Context: an optimization exercise on an open-source flow, tuned for small area and a short achievable clock period. The choices shown serve that exercise and are no tape-out recipe.
RTL that was checked went through simulation tests only; none was proved equivalent to the original.
The RTL of run 3 was laid out without a check of its function.
No activity file was given, so power comes from the tool's default toggle rates.

===== flow/design.v =====
module imem_prog_store #(
  parameter int                INST_W  = 9,
  parameter int                PC_W    = 8,
  parameter int                ADDR_W  = 8,
  parameter int                NPROG   = 4,
  parameter logic [INST_W-1:0] HALT_OP = '1,
  parameter int                SEL_W   = (NPROG > 1) ? $clog2(NPROG) : 1
) (
  input  logic              CLK,
  input  logic              reset_n,
  input  logic              clr,
  input  logic              ld_start,
  input  logic [SEL_W-1:0]  ld_slot,
  input  logic              ld_valid,
  input  logic [INST_W-1:0] ld_data,
  input  logic              ld_last,
  output logic              ld_ready,
  output logic              ld_err,
  input  logic              fetch_en,
  input  logic [SEL_W-1:0]  prog_sel,
  input  logic [PC_W-1:0]   PC,
  output logic              fetch_rdy,
  output logic [INST_W-1:0] inst,
  output logic              inst_vld
);
  logic              state;
  logic [INST_W-1:0] mem [2**ADDR_W];
  logic [ADDR_W:0]   fill_ptr;
  logic [NPROG-1:0]  slot_vld;
  logic [ADDR_W-1:0] base [NPROG];
  logic [PC_W-1:0]   lst  [NPROG];
  logic [PC_W-1:0]   cnt;
  logic [SEL_W-1:0]  cur_slot;
  logic              full;
  logic              beat;
  logic              fetch_hit;
  logic [INST_W-1:0] rdata;
  assign full      = fill_ptr[ADDR_W];
  assign fetch_rdy = !state;
  assign ld_ready  = state && !full;
  assign beat      = ld_valid && ld_ready;
  function automatic logic [2:0] add2(input logic [1:0] x, input logic [1:0] y);
    case ({x, y})
      4'h0: add2 = 3'd0; 4'h1: add2 = 3'd1; 4'h2: add2 = 3'd2; 4'h3: add2 = 3'd3;
      4'h4: add2 = 3'd1; 4'h5: add2 = 3'd2; 4'h6: add2 = 3'd3; 4'h7: add2 = 3'd4;
      4'h8: add2 = 3'd2; 4'h9: add2 = 3'd3; 4'hA: add2 = 3'd4; 4'hB: add2 = 3'd5;
      4'hC: add2 = 3'd3; 4'hD: add2 = 3'd4; 4'hE: add2 = 3'd5; default: add2 = 3'd6;
    endcase
  endfunction
  function automatic logic [1:0] inc2(input logic [1:0] x, input logic c);
    case ({c, x})
      3'b100: inc2 = 2'd1; 3'b101: inc2 = 2'd2; 3'b110: inc2 = 2'd3; 3'b111: inc2 = 2'd0;
      default: inc2 = x;
    endcase
  endfunction
  function automatic logic [1:0] cmp2(input logic [1:0] x, input logic [1:0] y);
    case ({x, y})
      4'h0, 4'h5, 4'hA, 4'hF:               cmp2 = 2'b01;
      4'h4, 4'h8, 4'h9, 4'hC, 4'hD, 4'hE:   cmp2 = 2'b10;
      default:                              cmp2 = 2'b00;
    endcase
  endfunction
  logic [ADDR_W-1:0] b;
  logic [ADDR_W-1:0] fetch_addr;
  logic [2:0]        d [4];
  logic [4:0]        c;
  always_comb begin
    b = base[prog_sel];
    for (int k = 0; k < 4; k++) d[k] = add2(b[2*k+:2], PC[2*k+:2]);
    c[0] = 1'b0;
    c[1] = d[0][2];
    c[2] = d[1][2] | (d[1][1:0] == 2'd3) & d[0][2];
    c[3] = d[2][2] | (d[2][1:0] == 2'd3) & (d[1][2] | (d[1][1:0] == 2'd3) & d[0][2]);
    c[4] = 1'b0;
    for (int k = 0; k < 4; k++) fetch_addr[2*k+:2] = inc2(d[k][1:0], c[k]);
  end
  logic [PC_W-1:0] l;
  logic [1:0]      e [4];
  always_comb begin
    l = lst[prog_sel];
    for (int k = 0; k < 4; k++) e[k] = cmp2(PC[2*k+:2], l[2*k+:2]);
    fetch_hit = slot_vld[prog_sel] &&
                !(e[3][1] || e[3][0] && (e[2][1] || e[2][0] && (e[1][1] || e[1][0] && e[0][1])));
  end
  logic [3:0]        oh [4];
  logic [INST_W-1:0] lv1 [64];
  logic [INST_W-1:0] lv2 [16];
  logic [INST_W-1:0] lv3 [4];
  always_comb
    for (int k = 0; k < 4; k++) oh[k] = 4'b1 << fetch_addr[2*k+:2];
  for (genvar k = 0; k < 64; k++) begin : g_lv1
    for (genvar i = 0; i < INST_W; i++) begin : g_bit
      imem_sel4 u_sel (.o(oh[0]), .w({mem[4*k+3][i], mem[4*k+2][i], mem[4*k+1][i], mem[4*k][i]}),
                       .y(lv1[k][i]));
    end
  end
  for (genvar k = 0; k < 16; k++) begin : g_lv2
    for (genvar i = 0; i < INST_W; i++) begin : g_bit
      imem_sel4 u_sel (.o(oh[1]), .w({lv1[4*k+3][i], lv1[4*k+2][i], lv1[4*k+1][i], lv1[4*k][i]}),
                       .y(lv2[k][i]));
    end
  end
  for (genvar k = 0; k < 4; k++) begin : g_lv3
    for (genvar i = 0; i < INST_W; i++) begin : g_bit
      imem_sel4 u_sel (.o(oh[2]), .w({lv2[4*k+3][i], lv2[4*k+2][i], lv2[4*k+1][i], lv2[4*k][i]}),
                       .y(lv3[k][i]));
    end
  end
  for (genvar i = 0; i < INST_W; i++) begin : g_lv4
    imem_sel4 u_sel (.o(oh[3]), .w({lv3[3][i], lv3[2][i], lv3[1][i], lv3[0][i]}), .y(rdata[i]));
  end
  always_ff @(posedge CLK or negedge reset_n) begin
    if (!reset_n) begin
      state    <= 1'b0;
      fill_ptr <= '0;
      slot_vld <= '0;
      ld_err   <= 1'b0;
      inst     <= HALT_OP;
      inst_vld <= 1'b0;
    end else if (clr) begin
      state    <= 1'b0;
      fill_ptr <= '0;
      slot_vld <= '0;
      inst_vld <= 1'b0;
    end else if (!state) begin
      inst_vld <= fetch_en;
      if (fetch_en) inst <= rdata | {INST_W{!fetch_hit}};
      if (ld_start) begin
        state             <= 1'b1;
        slot_vld[ld_slot] <= 1'b0;
      end
    end else begin
      inst_vld <= 1'b0;
      if (beat) begin
        fill_ptr <= fill_ptr + 1'b1;
        if (ld_last) begin
          state              <= 1'b0;
          slot_vld[cur_slot] <= 1'b1;
        end
      end else if (ld_valid) begin
        state  <= 1'b0;
        ld_err <= 1'b1;
      end
    end
  end
  always_ff @(posedge CLK) begin
    if (!clr) begin
      if (!state) begin
        if (ld_start) begin
          cur_slot      <= ld_slot;
          base[ld_slot] <= fill_ptr[ADDR_W-1:0];
          cnt           <= '0;
        end
      end else if (beat) begin
        cnt <= cnt + 1'b1;
        if (ld_last) lst[cur_slot] <= cnt;
      end
    end
  end
  always_ff @(posedge CLK) begin
    if (beat) mem[fill_ptr[ADDR_W-1:0]] <= ld_data;
  end
endmodule
module imem_sel4 (
  input  logic [3:0] o,
  input  logic [3:0] w,
  output logic       y
);
  assign y = |(w & o);
endmodule

===== flow/run.sh =====
#!/bin/bash
# synth_recipe.tcl (not shown) runs the flow's synth.tcl, then flattens the netlist and writes it again
# the make line also repeats each setting of config.mk as NAME=value (left out here)
make -C /OpenROAD-flow-scripts/flow DESIGN_CONFIG=/design/flow/config.mk WORK_HOME=/design/flow/orfs CLKGATE_MAP_FILE= SYNTH_SCRIPT=/design/flow/synth_recipe.tcl finish

===== flow/config.mk =====
export PLATFORM = sky130hd
export DESIGN_NAME = imem_prog_store
export DESIGN_NICKNAME = imem_prog_store
export VERILOG_FILES = /design/flow/design.v
export SDC_FILE = /design/flow/constraint.sdc
export NUM_CORES = 4
export LEC_CHECK = 0
export CAP_MARGIN = 20
export CORE_MARGIN = 2
export CORE_UTILIZATION = 40
export SETUP_SLACK_MARGIN = 2.5
export SLEW_MARGIN = 20
export SYNTH_HIERARCHICAL = 1

===== flow/constraint.sdc =====
create_clock -name core_clock -period 5.5 [get_ports {CLK}]
set_input_delay 1.1000 -clock core_clock [delete_from_list [all_inputs] [get_ports {CLK}]]
set_output_delay 1.1000 -clock core_clock [all_outputs]
set_load 0.01 [all_outputs]

==> run summary, run 1 <==
max-cap viol count=0; Worst EP arrival=between 4 and 5 ns; final standard cell utilization of the core=48.5%; Final Instance Count excl. Fillers=between 9,000 and 10,000; number of H-tree levels=4; number of cells on the worst hold path=1; Max Freq=249 MHz; count of flip-flops with a built-in enable after synthesis=between 2,000 and 2,500; synthesized area=between 80,000 and 90,000 um^2; most frequent cells in the layout=2,378 x sky130_fd_sc_hd__edfxtp_1, 1,305 x sky130_fd_sc_hd__a22oi_1, 741 x sky130_fd_sc_hd__nand2_1; I/O pins=between 40 and 50; worst slew margin relative to its limit=28.1%; biggest area contributors in the synthesized netlist=sky130_fd_sc_hd__edfxtp_1 80%, sky130_fd_sc_hd__a22oi_1 13%, sky130_fd_sc_hd__nand2_1 3.3%; number of vias per cell after detailed routing=5.94; number of storage elements in the synthesis netlist=roughly 2,400; clock-pin slew on the worst setup and hold paths=0.06 ns; kind of launch point of the worst setup path=primary input; Residual DRC=0; leading cell type in the layout, fill and taps excluded=sky130_fd_sc_hd__edfxtp_1; overall fraction of global-route tracks in use=21.5%; sum of routed wire segments on met1=105 mm; die area=approximately 230,000 um^2; first-iteration detailed-routing DRC count=6,829; routed wire length per instance=around 28 um; Post-Route Skew=roughly 0.039 ns; data required time at the worst endpoint=around 6.3 ns; Hold Fails Final Rpt=0; number of placed instances, taps included=approximately 8,500; FFs w/ async S/R, synth=1.04%; total power divided by cell area=a little under 400 nW/um^2; chip height=approximately 480 um; critical path start-end classification=primary input to register; Layout fillers=~18,000; Clock Tree Buf Depth=3; number of distinct library cells after synthesis=44; initial standard-cell utilization of the core=between 40% and 50%; site row count=between 150 and 200; overall overflow remaining after global route=0; maximum number of pins on one net before global-route repair=between 100 and 150; area taken by flip-flops and latches=around 70,000 um^2; proportion of layout cells with a drive suffix above 1=21.0%; Routed Wire Length=approximately 260 mm; initial antenna violation count=2; overall via count from detail_route=53,500; number of instances in the synthesized netlist=5,249; hold-fix buffers at CTS=0; placement-stage worst setup slack=-0.445 ns; synthesis-to-finish area growth=20.4%; final setup violating endpoints=0; Hold/Removal Path Class=register to register; total nets after synthesis=approximately 5,300; number of global-route vias before repair=between 50,000 and 60,000; core region area=approximately 220,000 um^2; P_leak=34.9 nW; gp weighted congestion=a little under 0.9; cell area after placement=between 90,000 and 100,000 um^2; yosys synthesis warning count=16; CP Max Fanout=33; portion of synthesized cell area occupied by the leading cell type=roughly 80%; clock latency of the later-clocked register in the worst-skew pair=0.88 ns; horizontal extent of the die=between 400 and 500 um; IO buf count=40; total CTS buffers=about 230; number of diodes=0; topmost layer with routed signal wires=met4; Sink Count=about 2,400; shortest clock period the worst path allows after layout=about 4.0 ns; number of iterations in the first detailed-routing pass=6; Synth Flop Type=sky130_fd_sc_hd__edfxtp_1; status=timing/DRC/antenna clean; RSZ-0062 raised after global routing=yes; worst-case vdd ir drop=about 280 uV; share of the cycle needed by the critical path after routing=73.0%; total met3 wirelength after detailed routing=22.3 mm; Seq/Total Area, Yosys=just over 80%; Final nets=between 5,000 and 6,000; slack of the critical path=around 1.5 ns; number of slew-limit violations in the final report=0; met2 wire len=120 mm; global-route wire length before repair=between 300 and 400 mm; post-route cell area=108,000 um^2; area used by multi-input combinational logic=approximately 20,000 um^2; Antenna Nets Post-Route=0; root buffer selected by CTS=sky130_fd_sc_hd__clkbuf_16; cell type with the highest aggregate area in the netlist=sky130_fd_sc_hd__edfxtp_1; clock tree from TritonCTS=done; mean post-synth cell area=17.0 um^2; Worst Setup End Kind=register; estimated wirelength of the detail-placed design=143 mm; Setup Total Neg Slack=0 ns; length in cells of the worst reg-to-reg path=17; transition time at the pin with the least slew margin=1.08 ns
## report_power, final
part	internal, mW	leakage [nW]	switching (mW)	total [mW]
Clock	8.77	3.62	6.82	15.6
Sequential	20.1	21.7	0.0172	20.2
Combinational	2.03	9.61	4.01	6.03
Total	30.9	34.9	10.8	41.8
## routing by layer
metal	vias to the layer above	global-route usage [%]
li1	22900	-
met1	27600	30.4
met2	2607	33.6
met3	416	3.54
met4	0	7.67
met5	-	0
## stage by stage
step | hold slack (ns) | power [mW]
floorplan | 0.474 | 23.4
global placement | 0.492 | 25.5
detailed placement | 0.484 | 25.6
CTS | 0.501 | 41.4
global route | 0.530 | 42.9
finish | 0.503 | 41.8
## Yosys cell counts (all sizes together) (5+ instances only)
| library cell | n |
|---|---|
| nor3 | 10 |
| xor2 | 12 |
| edfxtp | 2378 |
| mux2i | 11 |
| buf | 6 |
| nor2 | 286 |
| o21ai | 8 |
| dfrtp | 16 |
| o22a | 9 |
| a22oi | 1534 |
| and3 | 6 |
| nand3 | 26 |
| dfstp | 9 |
| inv | 17 |
| xnor2 | 17 |
| nor2b | 10 |
| ha | 11 |
| clkbuf | 43 |
| mux4 | 17 |
| nand2 | 787 |
| nand4 | 5 |
## per-module statistics from Yosys, one instance, submodules excluded
module / area, um^2 / flops+latches / cells inside / times used
imem_prog_store: 75100 / 2403 / 2954 / 1
imem_sel4: 18.8 / 0 / 3 / 765
## cell families (layout without fill, tap and decap cells)
| logic type | after synthesis | count (layout) | synth area share, % |
|---|---|---|---|
| flip-flops | 2403 | 2403 | 80.5 |
| AO/OA/AOI/OAI | 1571 | 1571 | 13.2 |
| AND/OR/NAND/NOR | 1140 | 1144 | 4.93 |
| buffers and inverters | 66 | 848 | 0.291 |
| XOR/XNOR | 29 | 29 | 0.305 |
| multiplexers | 28 | 28 | 0.582 |
| adder cells (fa/ha/maj) | 12 | 12 | 0.165 |
## worst paths after layout
check | start | end | slack (ns)
min in group asynchronous | reset_n | ld_err$_DFFE_PN0P_ | 0.64
setup / recovery | prog_sel[0] | inst[1]$_DFFE_PN1P_ | 1.48
setup reg to reg | base[3][0]$_DFFE_PP_ | inst[1]$_DFFE_PN1P_ | 1.51
hold / removal | ld_err$_DFFE_PN0P_ | ld_err$_DFFE_PN0P_ | 0.50
max in group asynchronous | reset_n | inst[7]$_DFFE_PN1P_ | 4.48
hold reg to reg | ld_err$_DFFE_PN0P_ | ld_err$_DFFE_PN0P_ | 0.50
## layout make-up
type | count | share of cell area (%)
sequential | 2403 | 66.9
multi-input combinational | 2784 | 18.3
clock buffer | 294 | 5.70
timing repair buffer | 396 | 4.45
tap | 2975 | 3.45
clock inverter | 141 | 1.17
inverter | 17 | 0.0627
## worst max-delay path: stages
cell and delay (ns):
sky130_fd_sc_hd__buf_4 0.13, sky130_fd_sc_hd__mux4_2 0.59, sky130_fd_sc_hd__nor2_4 0.17, sky130_fd_sc_hd__a21oi_4 0.07
sky130_fd_sc_hd__buf_12 0.14, sky130_fd_sc_hd__xnor2_4 0.20, sky130_fd_sc_hd__nor2_4 0.14, sky130_fd_sc_hd__clkbuf_16 0.24
sky130_fd_sc_hd__buf_16 0.20, sky130_fd_sc_hd__a22oi_1 0.31, sky130_fd_sc_hd__nand2_1 0.11, sky130_fd_sc_hd__a22oi_2 0.25
sky130_fd_sc_hd__nand2_1 0.10, sky130_fd_sc_hd__a22oi_2 0.40, sky130_fd_sc_hd__nand2_2 0.15, sky130_fd_sc_hd__a22oi_1 0.22
sky130_fd_sc_hd__nand2_1 0.09, sky130_fd_sc_hd__o22a_1 0.16
## timing repair
action,4_1_cts,5_1_grt
setup endpoints to repair,2123,1207
resized for setup,436,251
buffers inserted,27,22
gates cloned,17,17
pin swaps,34,84
## state kept, by name, indices dropped and copies added (netlist names)
signal and flops:
cur_slot 2, inst 9, slot_vld 4, base 32, cnt 8, lst 32
fill_ptr 9, state 1, mem 2304, inst_vld 1, ld_err 1
==> inputs of run 2 (changes only) <==
--- a/flow/design.v
+++ b/flow/design.v
@@ -107,6 +107,16 @@
     end
   end
+  logic [INST_W-1:0] rd3 [4];
+  logic [3:0]        roh3;
+  logic              rmiss;
   for (genvar i = 0; i < INST_W; i++) begin : g_lv4
-    imem_sel4 u_sel (.o(oh[3]), .w({lv3[3][i], lv3[2][i], lv3[1][i], lv3[0][i]}), .y(rdata[i]));
+    imem_sel4 u_sel (.o(roh3), .w({rd3[3][i], rd3[2][i], rd3[1][i], rd3[0][i]}), .y(rdata[i]));
+  end
+  assign inst = rdata | {INST_W{rmiss}};
+  always_ff @(posedge CLK) begin
+    if (!clr && !state && fetch_en) begin
+      for (int k = 0; k < 4; k++) rd3[k] <= lv3[k];
+      roh3 <= oh[3];
+    end
   end
   always_ff @(posedge CLK or negedge reset_n) begin
@@ -116,5 +126,5 @@
       slot_vld <= '0;
       ld_err   <= 1'b0;
-      inst     <= HALT_OP;
+      rmiss    <= 1'b1;
       inst_vld <= 1'b0;
     end else if (clr) begin
@@ -125,5 +135,5 @@
     end else if (!state) begin
       inst_vld <= fetch_en;
-      if (fetch_en) inst <= rdata | {INST_W{!fetch_hit}};
+      if (fetch_en) rmiss <= !fetch_hit;
       if (ld_start) begin
         state             <= 1'b1;
==> run summary, run 2 <==
Internal Dissipation=~31 mW; clock tree from TritonCTS=done; I/O pins=slightly above 40; shortest clock period the worst path allows after layout=roughly 3.7 ns; top-count cell post-synth=sky130_fd_sc_hd__edfxtp_1; number of slew-limit violations in the final report=0; Antenna Nets Post-Route=0; global-route wire length before repair=between 300 and 400 mm; RSZ-0062 raised after global routing=yes; maximum number of pins on one net before global-route repair=132; site row count=roughly 170; number of vias per cell after detailed routing=between 6 and 7; routed wire length per instance=31.6 um; gp weighted congestion=about 0.85; mean post-synth cell area=between 15 and 20 um^2; first-iteration detailed-routing DRC count=~7,600; Worst Setup End Kind=register; biggest area contributors in the synthesized netlist=sky130_fd_sc_hd__edfxtp_1 80%, sky130_fd_sc_hd__a22oi_1 13%, sky130_fd_sc_hd__nand2_1 3.3%; Max Freq=272 MHz; final setup violating endpoints=0; met3 track demand over resource=under 10%; horizontal extent of the die=480 um; overall fraction of global-route tracks in use=approximately 23%; clock latency of the later-clocked register in the worst-skew pair=~0.9 ns; combinational fraction of design power=approximately 16%; Final nets=5,989; core region area=225,000 um^2; number of storage elements in the synthesis netlist=between 2,000 and 2,500; initial standard-cell utilization of the core=around 40%; total power divided by cell area=roughly 380 nW/um^2; number of H-tree levels=4; synthesized area=just over 90,000 um^2; max-cap viol count=0; root buffer selected by CTS=sky130_fd_sc_hd__clkbuf_16; overall overflow remaining after global route=0; leading cell type in the layout, fill and taps excluded=sky130_fd_sc_hd__edfxtp_1; total CTS buffers=~230; number of iterations in the first detailed-routing pass=7; clock-pin slew on the worst setup and hold paths=around 0.060 ns; proportion of layout cells with a drive suffix above 1=24.6%; max reg flops=~2,300; Synth Flop Type=sky130_fd_sc_hd__edfxtp_1; number of global-route vias before repair=53,200; number of distinct library cells after synthesis=54; worst-case vdd ir drop=roughly 280 uV; share of the cycle needed by the critical path after routing=around 67%; met1 usage in global routing=32.2%; critical path start-end classification=register to register; Post-Route Skew=0.0685 ns; Final Power=~43 mW; busiest grt layer=met2; top cell types by occurrence after synthesis=2,418 x sky130_fd_sc_hd__edfxtp_1, 1,530 x sky130_fd_sc_hd__a22oi_1, 793 x sky130_fd_sc_hd__nand2_1; hold-fix buffers at CTS=0; die area=about 230,000 um^2; Clock Tree Buf Depth=3; power share of the sequential group=between 40% and 50%; Switch Pwr=11.4 mW; worst slew margin relative to its limit=~15%; clock network fraction of design power=a little over a third; post-route cell area=around 110,000 um^2; yosys synthesis warning count=18; FFs w/ async S/R, synth=less than 1%; CP Max Fanout=8; synthesis-to-finish area growth=23.3%; cell type with the highest aggregate area in the netlist=sky130_fd_sc_hd__edfxtp_1; Worst EP arrival=4.27 ns; count of flip-flops with a built-in enable after synthesis=roughly 2,400; P_leak=36.2 nW; portion of synthesized cell area occupied by the leading cell type=roughly four fifths; status=timing/DRC/antenna clean; most frequent cells in the layout=2,418 x sky130_fd_sc_hd__edfxtp_1, 1,101 x sky130_fd_sc_hd__a22oi_1, 729 x sky130_fd_sc_hd__nand2_1; data required time at the worst endpoint=6.10 ns; Seq/Total Area, Yosys=around four fifths; chip height=480 um; number of diodes=0; Routed Wire Length=just under 300 mm; transition time at the pin with the least slew margin=1.27 ns; IO buf count=40; cell area after placement=roughly 97,000 um^2; initial antenna violation count=4; estimated wirelength of the detail-placed design=145 mm; Residual DRC=0; Sink Count=~2,400; Hold Fails Final Rpt=0; overall via count from detail_route=between 50,000 and 60,000; Hold/Removal Path Class=register to register; net switching share of the total power=about a quarter; total nets after synthesis=about 5,400; kind of launch point of the worst setup path=register; met2 demand-to-capacity share in global routing=a little under two fifths; number of instances in the synthesized netlist=between 5,000 and 6,000
==> run 2: power by group through the flow <==
stage,sequential (mW),combinational [mW],clock [mW]
finish,20.6,6.73,15.5
global route,20.5,6.94,16.3
CTS,20.6,5.78,15.6
detailed placement,20.9,4.51,0
global placement,20.9,4.50,0
floorplan,20.9,2.79,0
==> run 2: area by class of cell <==
| cell class | count | area, um^2 |
|---|---|---|
| fillers | 18300 | 113000 |
| flip-flops and latches | 2435 | 73000 |
| multi-input cells | 2814 | 20900 |
| repair buffers | 451 | 6660 |
| clock buffers | 283 | 6020 |
| well taps | 2992 | 3740 |
| clock inverters | 144 | 1260 |
| inverters | 16 | 62.6 |
==> run 2: worst max-delay path, cell delays in order, from the launching register on <==
cell	delay, ns
sky130_fd_sc_hd__edfxtp_1	0.39
sky130_fd_sc_hd__mux4_2	0.62
sky130_fd_sc_hd__buf_6	0.17
sky130_fd_sc_hd__buf_6	0.10
sky130_fd_sc_hd__mux2_4	0.20
sky130_fd_sc_hd__a21oi_4	0.06
sky130_fd_sc_hd__or2_4	0.28
sky130_fd_sc_hd__buf_12	0.14
sky130_fd_sc_hd__and3_4	0.29
sky130_fd_sc_hd__buf_12	0.23
sky130_fd_sc_hd__buf_16	0.17
sky130_fd_sc_hd__a22oi_1	0.19
sky130_fd_sc_hd__nand2_1	0.12
sky130_fd_sc_hd__a22oi_2	0.32
sky130_fd_sc_hd__nand2_1	0.08
==> run 2: cell families (layout without fill, tap and decap cells) <==
| group | Yosys count | in the layout | share of synthesized area (%) |
|---|---|---|---|
| AOI/OAI and AO/OA | 1581 | 1581 | 13.1 |
| xor gates and xnor gates | 26 | 26 | 0.260 |
| adders and majority gates | 11 | 11 | 0.152 |
| buffers and inverters | 68 | 894 | 0.310 |
| DFF | 2435 | 2435 | 80.7 |
| muxes | 22 | 22 | 0.503 |
| and+or+nand+nor | 1170 | 1174 | 5.03 |
==> run 2: path summary, 6_finish.rpt <==
kind	slack [ns]	from	cells after the start	endpoint
max in group asynchronous	4.10	reset_n	1	state$_DFF_PN0_
max	1.83	base[3][0]$_DFFE_PP_	14	rd3[0][7]$_DFFE_PP_
min	0.47	ld_err$_DFFE_PN0P_	1	ld_err$_DFFE_PN0P_
min reg2reg	0.47	ld_err$_DFFE_PN0P_	1	ld_err$_DFFE_PN0P_
min in group asynchronous	0.75	reset_n	1	ld_err$_DFFE_PN0P_
max reg2reg	1.83	base[3][0]$_DFFE_PP_	14	rd3[0][7]$_DFFE_PP_
==> run 2: stage by stage <==
stage / setup WS [ns] / hold slack (ns) / std cells / TNS [ns] / utilization [%]
after floorplan: -4.17 / 0.474 / 5313 / -149.04 / -
after global placement: 0.0519 / 0.456 / 8480 / 0 / 43.1
after detailed placement: 0.0161 / 0.459 / 8481 / 0 / 43.1
after CTS: 2.03 / 0.477 / 9033 / 0 / 48.3
after global routing: 1.80 / 0.517 / 9135 / 0 / 49.7
final: 1.83 / 0.470 / 9135 / 0 / 49.7
==> run 2: metal layers <==
layer | up-vias | share of wire [%]
li1 | 23300 | -
met1 | 29200 | 39
met2 | 3261 | 47
met3 | 526 | 11
met4 | 4 | 3.6
met5 | - | 0.020
==> run 2: Yosys stat by module, one instance, submodules excluded <==
module,area [um^2],cells,flip-flops and latches
imem_prog_store,76200,3018,2435
imem_sel4,18.8,3,0
==> run 2: timing repair <==
| action | 4_1_cts | 5_1_grt |
|---|---|---|
| gates cloned | 46 | 42 |
| buffers inserted | 79 | 60 |
| resized for setup | 622 | 364 |
| pin swaps | 196 | 181 |
| setup endpoints to repair | 1442 | 974 |
==> inputs of run 3 (changes only) <==
--- a/flow/design.v
+++ b/flow/design.v
@@ -86,5 +86,4 @@
   logic [INST_W-1:0] lv1 [64];
   logic [INST_W-1:0] lv2 [16];
-  logic [INST_W-1:0] lv3 [4];
   always_comb
     for (int k = 0; k < 4; k++) oh[k] = 4'b1 << fetch_addr[2*k+:2];
@@ -101,20 +100,22 @@
     end
   end
+  logic [INST_W-1:0] rd2 [16];
+  logic [3:0]        roh2, roh3;
+  logic              rmiss;
+  logic [INST_W-1:0] rl3 [4];
   for (genvar k = 0; k < 4; k++) begin : g_lv3
     for (genvar i = 0; i < INST_W; i++) begin : g_bit
-      imem_sel4 u_sel (.o(oh[2]), .w({lv2[4*k+3][i], lv2[4*k+2][i], lv2[4*k+1][i], lv2[4*k][i]}),
-                       .y(lv3[k][i]));
+      imem_sel4 u_sel (.o(roh2), .w({rd2[4*k+3][i], rd2[4*k+2][i], rd2[4*k+1][i], rd2[4*k][i]}),
+                       .y(rl3[k][i]));
     end
   end
-  logic [INST_W-1:0] rd3 [4];
-  logic [3:0]        roh3;
-  logic              rmiss;
   for (genvar i = 0; i < INST_W; i++) begin : g_lv4
-    imem_sel4 u_sel (.o(roh3), .w({rd3[3][i], rd3[2][i], rd3[1][i], rd3[0][i]}), .y(rdata[i]));
+    imem_sel4 u_sel (.o(roh3), .w({rl3[3][i], rl3[2][i], rl3[1][i], rl3[0][i]}), .y(rdata[i]));
   end
   assign inst = rdata | {INST_W{rmiss}};
   always_ff @(posedge CLK) begin
     if (!clr && !state && fetch_en) begin
-      for (int k = 0; k < 4; k++) rd3[k] <= lv3[k];
+      for (int k = 0; k < 16; k++) rd2[k] <= lv2[k];
+      roh2 <= oh[2];
       roh3 <= oh[3];
     end
==> run summary, run 3 <==
total power divided by cell area=between 300 and 400 nW/um^2; cell type with the highest aggregate area in the netlist=sky130_fd_sc_hd__edfxtp_1; Clock Tree Buf Depth=4; Antenna Nets Post-Route=0; Final Power=46.7 mW; power share of the sequential group=between 40 and 50%; Hold Fails Final Rpt=0; portion of synthesized cell area occupied by the leading cell type=81.0%; total CTS buffers=~280; top-count cell post-synth=sky130_fd_sc_hd__edfxtp_1; Sink Count=around 2,500; Hold/Removal Path Class=register to register; mean post-synth cell area=17.3 um^2; leading cell type in the layout, fill and taps excluded=sky130_fd_sc_hd__edfxtp_1; length in cells of the worst reg-to-reg path=15; number of global-route vias before repair=between 50,000 and 60,000; Switch Pwr=11.8 mW; global-route wire length before repair=411 mm; cells along the critical path=buf_12 > buf_16 > a22oi_2 > nand2_2 > a22oi_2 > nand2_2 > or2_4 > buf_6; number of iterations in the first detailed-routing pass=6; post-route cell area=~120,000 um^2; kind of launch point of the worst setup path=register; number of cells on the worst hold path=1; top cell types by occurrence after synthesis=2,530 x sky130_fd_sc_hd__edfxtp_1, 1,530 x sky130_fd_sc_hd__a22oi_1, 795 x sky130_fd_sc_hd__nand2_1; chip height=between 400 and 500 um; final setup violating endpoints=0; IO buf count=40; Critical Path Max Stage Delay=between 0.4 and 0.5 ns; clock tree from TritonCTS=done; Synth Flop Type=sky130_fd_sc_hd__edfxtp_1; routed wire length per instance=just over 30 um; hold-fix buffers at CTS=0; first-iteration detailed-routing DRC count=around 7,200; clock-pin slew on the worst setup and hold paths=~0.06 ns; status=timing/DRC/antenna clean; Residual DRC=0; overall fraction of global-route tracks in use=between 20% and 30%; root buffer selected by CTS=sky130_fd_sc_hd__clkbuf_16; estimated wirelength of the detail-placed design=142 mm; horizontal extent of the die=roughly 490 um; CP Max Fanout=5; synthesis-to-finish area growth=27.6%; clock latency of the later-clocked register in the worst-skew pair=a little over 0.9 ns; Setup Total Neg Slack=0 ns; Routed Wire Length=292 mm; initial antenna violation count=3; transition time at the pin with the least slew margin=~1.1 ns; most frequent cells in the layout=2,530 x sky130_fd_sc_hd__edfxtp_1, 799 x sky130_fd_sc_hd__a22oi_2, 731 x sky130_fd_sc_hd__a22oi_1; site row count=approximately 180; Seq/Total Area, Yosys=81.4%; cell area after placement=approximately 100,000 um^2; overall overflow remaining after global route=0; share of the cycle needed by the critical path after routing=between 70% and 80%; RSZ-0062 raised after global routing=yes; slowest stage cell, crit path=sky130_fd_sc_hd__edfxtp_1; critical path start-end classification=register to output pin; Final nets=between 6,000 and 7,000; Worst Setup End Kind=output pin; initial standard-cell utilization of the core=between 40% and 50%; max reg flops=2,304; combinational fraction of design power=between 10% and 20%; die area=roughly 240,000 um^2; number of instances in the synthesized netlist=around 5,400; proportion of layout cells with a drive suffix above 1=between 30% and 40%; worst-case vdd ir drop=333 uV; Max Freq=between 200 and 250 MHz; overall via count from detail_route=around 57,000; worst slew margin relative to its limit=between 20% and 30%; total nets after synthesis=5,449; Worst EP arrival=about 3.0 ns; number of storage elements in the synthesis netlist=roughly 2,500; number of distinct library cells after synthesis=48; maximum number of pins on one net before global-route repair=approximately 160; FFs w/ async S/R, synth=less than 1%; count of flip-flops with a built-in enable after synthesis=approximately 2,500; number of H-tree levels=5; gp weighted congestion=just over 0.8; I/O pins=slightly above 40; net switching share of the total power=between 20% and 30%; biggest area contributors in the synthesized netlist=sky130_fd_sc_hd__edfxtp_1 81%, sky130_fd_sc_hd__a22oi_1 12%, sky130_fd_sc_hd__nand2_1 3.2%; yosys synthesis warning count=18; max-cap viol count=0; core region area=about 230,000 um^2; clock network fraction of design power=38.2%; synthesized area=approximately 94,000 um^2; P_leak=around 38 nW; Internal Dissipation=roughly 35 mW; number of slew-limit violations in the final report=0; Post-Route Skew=~0.062 ns; data required time at the worst endpoint=around 4.4 ns; number of vias per cell after detailed routing=about 6; shortest clock period the worst path allows after layout=roughly 4.1 ns
-- run 3: cell type report --
| type | instances | area (um^2) |
|---|---|---|
| antenna | 2 | 5.00 |
| clock buffer | 340 | 7280 |
| clock inverter | 116 | 1170 |
| fill | 18400 | 113000 |
| inverter | 20 | 83.8 |
| multi-input combinational | 2799 | 22700 |
| sequential | 2547 | 76400 |
| tap | 3132 | 3920 |
| timing repair buffer | 474 | 8180 |
-- run 3: power groups by stage --
stage	Clock (mW)	Combinational (mW)	Sequential (mW)
final	17.8	7.17	21.7
after global routing	18.7	7.43	21.7
after CTS	17.9	6.56	21.7
after detailed placement	0	4.31	22.1
after global placement	0	4.28	22.1
after floorplan	0	2.73	22.0
-- run 3: layer usage --
layer  GRT usage (%)  wire [um]
met4            9.77      12500
met2            37.8     140000
met1            32.5     113000
met5               0         13
met3            4.08      27000
-- run 3: path summary, 6_finish.rpt --
kind                                           end                   from  slack (ns)
max reg2reg                    rd2[2][7]$_DFFE_PP_   base[3][0]$_DFFE_PP_        2.25
max                                        inst[6]  roh2[0]$_SDFFCE_PP0P_        1.40
min                             ld_err$_DFFE_PN0P_     ld_err$_DFFE_PN0P_        0.48
max in group asynchronous          state$_DFF_PN0_                reset_n        4.16
min in group asynchronous  slot_vld[3]$_DFFE_PN0P_                reset_n        0.71
min reg2reg                     ld_err$_DFFE_PN0P_     ld_err$_DFFE_PN0P_        0.48
-- run 3: repair_timing --
action | in CTS | in global routing
cloned | 116 | 21
setup buffers | 100 | 14
gates resized for setup | 1094 | 483
setup endpoints to repair | 1729 | 1219
hold endpoints to repair | 0 | 0
pin swaps | 446 | 330
-- run 3: logic make-up (layout without fill, tap and decap cells) --
group | count (synthesis) | after routing | synth area share, %
buffers and inverters | 65 | 950 | 0.272
and+or+nand+nor | 1164 | 1165 | 4.80
AOI/OAI and AO/OA | 1570 | 1570 | 12.6
adders and majority gates | 11 | 11 | 0.147
other | 0 | 2 | 0
xor gates and xnor gates | 25 | 25 | 0.261
muxes | 28 | 28 | 0.539
DFF | 2547 | 2547 | 81.4
-- run 3: stage by stage --
step	setup WS, ns	instances	utilization [%]	hold WS (ns)
floorplan	-4.00	5410	-	0.474
global placement	0.478	8721	43.0	0.469
detailed placement	0.429	8721	43.0	0.463
CTS	1.41	9393	50.2	0.485
global route	1.42	9429	51.4	0.500
finish	1.40	9430	51.4	0.479
-- run 3: per-module statistics from Yosys (local to each module, per instance) --
module           area [um^2]  flops+latches
imem_prog_store        79500           2547
imem_sel4               18.8              0
-- run 3: worst max-delay path: cells and delay by family, from the launching register on --
family                 cells  cell delay [ns]
DFF                        1             0.41
buffers and inverters      3             0.47
AOI/OAI and AO/OA          2             0.56
and+or+nand+nor            3             0.59

-- separate check: timing with driven ports --
The flow's constraints put no driver on any port. The routed layouts listed below were extracted and timed again, unchanged, in two steps.
Step 1 (the two cells are an assumption about what drives the block):
set clk [get_ports {CLK}]
set_driving_cell -lib_cell sky130_fd_sc_hd__clkbuf_16 $clk
set_driving_cell -lib_cell sky130_fd_sc_hd__buf_2 [delete_from_list [all_inputs] $clk]
Step 2 adds t to the input delays and takes it off the output delays; t is the mean of the earliest and latest rising clock arrival at the registers after step 1. Input paths then give back, and output paths get back, about the clock's delay inside the block.
Slacks: no drivers / after step 1 / after step 2; pairs: no drivers / after step 1.
run | shift t [ns] | setup WS [ns] | worst setup path after step 2 | latest minus earliest clock arrival (ns) | pins driven straight from the clock port
run 1 | 0.943 | 1.484 / 1.510 / 0.590 | input to register | 0.040 / 0.040 | 1
run 2 | 0.933 | 1.830 / 1.830 / 0.960 | input to register | 0.079 / 0.078 | 1
run 3 | 0.976 | 1.404 / 1.319 / 1.315 | input to register | 0.076 / 0.075 | 1
After both steps setup and hold are still met in every run listed. For run 1, which loses most, drivers alone change the setup slack by +0.026 ns; drivers and shift together by -0.894 ns.
